Context: an optimization exercise on an open-source flow, tuned for small area, a short achievable clock period and few clock cycles per item. The choices shown serve that exercise and are no tape-out recipe. No activity file was given, so power comes from the tool's default toggle rates.

Design centered_moving_average_unit, start of the top module:
module centered_moving_average_unit #(
  parameter int MAX_HALF_WIDTH = CMA_MAX_HALF_WIDTH,
  parameter int SAMPLE_BITS    = CMA_SAMPLE_BITS
) (
  input  logic               clk,
  input  logic               rst,
  input  logic               cfg_wr_en,
  input  logic [CFG_W-1:0]   cfg_wr_data,    
  input  logic               s_axis_tvalid,
  output logic               s_axis_tready,
  input  logic [TDATA_W-1:0] s_axis_tdata,   
  input  logic               s_axis_tlast,   
  output logic               m_axis_tvalid,
  input  logic               m_axis_tready,
  output logic [TDATA_W-1:0] m_axis_tdata,   
  output logic               m_axis_tlast,   
  output logic               m_axis_tuser    
);
Size in the first run: about 6500 cells after synthesis, roughly 110 I/O pins, roughly 120000 um2 of cells after synthesis.
export LEC_CHECK = 0
export ABC_CLOCK_PERIOD_IN_PS = 2500
export CAP_MARGIN = 20
export CORE_MARGIN = 2
export CORE_UTILIZATION = 40
export SETUP_SLACK_MARGIN = 2.9
export SLEW_MARGIN = 20
export TNS_END_PERCENT = 10
create_clock -name core_clock -period 5.5 [get_ports {clk}]
run.sh (not shown) runs the stock make flow with config.mk's settings and CLKGATE_MAP_FILE= SYNTH_SCRIPT=/design/flow/synth_recipe.tcl, a recipe that flattens the netlist after the stock synthesis.
The starting point passed the timing, DRC and antenna checks.
Change:
--- a/flow/design.v
+++ b/flow/design.v
@@ -388,39 +388,38 @@
   output logic [TDATA_W-1:0] m_axis_tdata,   
   output logic               m_axis_tlast,   
   output logic               m_axis_tuser    
 );
   localparam int SIDE_W = TAG_W + 2;
   localparam int RES_W  = VALUE_W + SIDE_W;
   logic [4:0]         h;
   logic               clr;
-  logic               in_valid;
   logic [VALUE_W-1:0] in_x;
   logic [TAG_W-1:0]   in_tag;
   logic               in_last;
   logic               acc;
   logic               en;
   logic               skid_valid;
   logic               skid_valid_nx;
   logic               ptr;
   logic [1:0]         s_busy, s_ended, s_emit, s_user, s_ended_nx, s_done, s_part;
   logic               h0;
   logic [LO_W-1:0]    s_lo  [0:1];
   logic [HI_W-1:0]    s_hi  [0:1];
   logic [1:0]         s_ca, s_cb;
   logic [CNT_W-1:0]   s_n   [0:1];
-  logic               cur_busy, cur_ended, oth_busy;
-  logic               take_sample;
+  logic               f_a, f_t, f_b;
+  logic               cb_nx, ce_nx, ob_nx;
+  logic [1:0]         s_busy_q, s_ended_q;
   logic               step;
   logic               tail;
   logic               consume;
   logic               flip;
   logic               ptr_nx;
-  logic               cur_ended_nx;
   logic [VALUE_W-1:0] popv;
   logic [TAG_W-1:0]   ctag;
   logic               e_valid;
   logic               e_slot;
   logic               e_last;
   logic               e_user;
   logic [HI_W-1:0]    hi_sum [0:1];
   logic               p_valid;
@@ -433,61 +432,53 @@
   logic [SIDE_W-1:0]  d_side;
   logic               arrive;
   logic [RES_W-1:0]   arr_data;
   logic [RES_W-1:0]   skid_data;
   logic [RES_W-1:0]   out_data;
   logic               out_take;
   assign clr = rst || cfg_wr_en;
   assign en  = !skid_valid;
-  assign acc = s_axis_tvalid && s_axis_tready && !rst;
-  always_ff @(posedge clk) begin
-    if (rst) begin
-      in_valid <= 1'b0;
-    end else begin
-      in_valid <= (in_valid && !consume && !cfg_wr_en) || acc;
-    end
-  end
-  always_ff @(posedge clk) begin
-    if (s_axis_tready) begin
-      in_x    <= s_axis_tdata[VALUE_W-1:0];
-      in_tag  <= s_axis_tdata[VALUE_W +: TAG_W];
-      in_last <= s_axis_tlast;
-    end
-  end
+  assign acc     = s_axis_tvalid && s_axis_tready && !rst;
+  assign in_x    = s_axis_tdata[VALUE_W-1:0];
+  assign in_tag  = s_axis_tdata[VALUE_W +: TAG_W];
+  assign in_last = s_axis_tlast;
   always_ff @(posedge clk) begin
     if (rst) begin
       s_axis_tready <= 1'b1;
+      f_a           <= 1'b0;
+      f_t           <= 1'b0;
+      f_b           <= 1'b0;
     end else begin
-      s_axis_tready <= !((in_valid && !consume && !cfg_wr_en) || acc) || (!skid_valid_nx && !cur_ended_nx);
+      s_axis_tready <= !skid_valid_nx && !ce_nx;
+      f_a           <= ce_nx || (!cb_nx && ob_nx);
+      f_t           <= ob_nx && cb_nx && !ce_nx;
+      f_b           <= cb_nx && ce_nx;
     end
   end
   always_ff @(posedge clk) begin
     if (rst) begin
       h  <= '0;
       h0 <= 1'b1;
     end else if (cfg_wr_en) begin
       h  <= cfg_wr_data;
       h0 <= (cfg_wr_data == '0);
     end
   end
-  assign cur_busy    = ptr ? s_busy[1] : s_busy[0];
-  assign cur_ended   = ptr ? s_ended[1] : s_ended[0];
-  assign oth_busy    = ptr ? s_busy[0] : s_busy[1];
-  assign take_sample = in_valid && !cur_ended;
-  assign step        = en && (in_valid || cur_ended || (!cur_busy && oth_busy));
-  assign consume     = step && take_sample;
-  assign s_part[0] = en && (!ptr ? (in_valid || (s_busy[0] && s_ended[0])) : s_busy[0]);
-  assign s_part[1] = en && ( ptr ? (in_valid || (s_busy[1] && s_ended[1])) : s_busy[1]);
-  assign tail = en && oth_busy && cur_busy && !cur_ended && !in_valid;
+  assign step    = en && (acc || f_a);
+  assign consume = acc;
+  assign s_part[0] = en && (ptr ? s_busy[0] : (acc || f_b));
+  assign s_part[1] = en && (ptr ? (acc || f_b) : s_busy[1]);
+  assign tail = en && !acc && f_t;
   assign flip = ptr ? (s_ended_nx[1] && (!s_busy[0] || s_done[0]))
                     : (s_ended_nx[0] && (!s_busy[1] || s_done[1]));
-  assign ptr_nx = (step || tail) ? (ptr ^ flip) : ptr;
-  assign cur_ended_nx = (step || tail) ? (ptr_nx ? s_ended_nx[1] : s_ended_nx[0])
-                             : (ptr ? s_ended[1] : s_ended[0]);
+  assign ptr_nx = clr ? 1'b0 : (step || tail) ? (ptr ^ flip) : ptr;
+  assign cb_nx  = ptr_nx ? s_busy_q[1] : s_busy_q[0];
+  assign ce_nx  = ptr_nx ? s_ended_q[1] : s_ended_q[0];
+  assign ob_nx  = ptr_nx ? s_busy_q[0] : s_busy_q[1];
   always_ff @(posedge clk) begin
     if (clr) begin
       ptr <= 1'b0;
     end else begin
       ptr <= ptr_nx;
     end
   end
   for (genvar i = 0; i < 2; i++) begin : g_slot
@@ -502,19 +493,19 @@
       .popv     (popv),
       .h        (h),
       .h0       (h0),
       .busy     (s_busy[i]),
       .ended    (s_ended[i]),
       .emit     (s_emit[i]),
       .user     (s_user[i]),
       .ended_nx (s_ended_nx[i]),
+      .busy_q   (s_busy_q[i]),
+      .ended_q  (s_ended_q[i]),
       .done     (s_done[i]),
-      .busy_q   (),
-      .ended_q  (),
       .lo       (s_lo[i]),
       .hi       (s_hi[i]),
       .ca       (s_ca[i]),
       .cb       (s_cb[i]),
       .n        (s_n[i])
     );
   end
   cma_vline #(.W(VALUE_W), .NSEG(5), .LBASE(2)) u_vline (
What happened: The changed run ran to the end with no violations. Sequential share of layout area is about the same. Via count goes down by 1.2%. Cell area came out lower by about 1.2%. Routed wire length is lower by about 2%. Sequential power falls by about 2%. Global-route usage hardly moves.
No run of this note included a check of the RTL's function; only the layout flow was run.

afterwards: timing with drivers on the ports:
In the flow no input, the clock included, has a driving cell. The finished layouts below were timed again as built, in two steps.
Step 1, drivers: a clkbuf_16 drives clk and a buf_2 each remaining input, both assumed.
Step 2 times the ports against the registers' clock, not the clock port: input delays grow and output delays shrink by t, the midpoint of the rising clock arrivals with the driver on.
a / b / c = ideal / step 1 / step 2; a / b = the first two.
run | t, ns | slack for setup (ns) | clock arrival spread, ns | slew at the worst register clock pin (ns) | cell pins on the clock port's net
the first run | 0.965 | 1.915 / 1.915 / 1.915 | 0.100 / 0.100 | 0.07 / 0.07 | 1
the second run | 0.960 | 2.424 / 2.424 / 1.566 | 0.059 / 0.060 | 0.07 / 0.07 | 1
After both steps setup and hold are still met in every run listed. The setup slack of the second run, which loses most, moves by 0.000 ns with the drivers and by -0.858 ns with both steps.
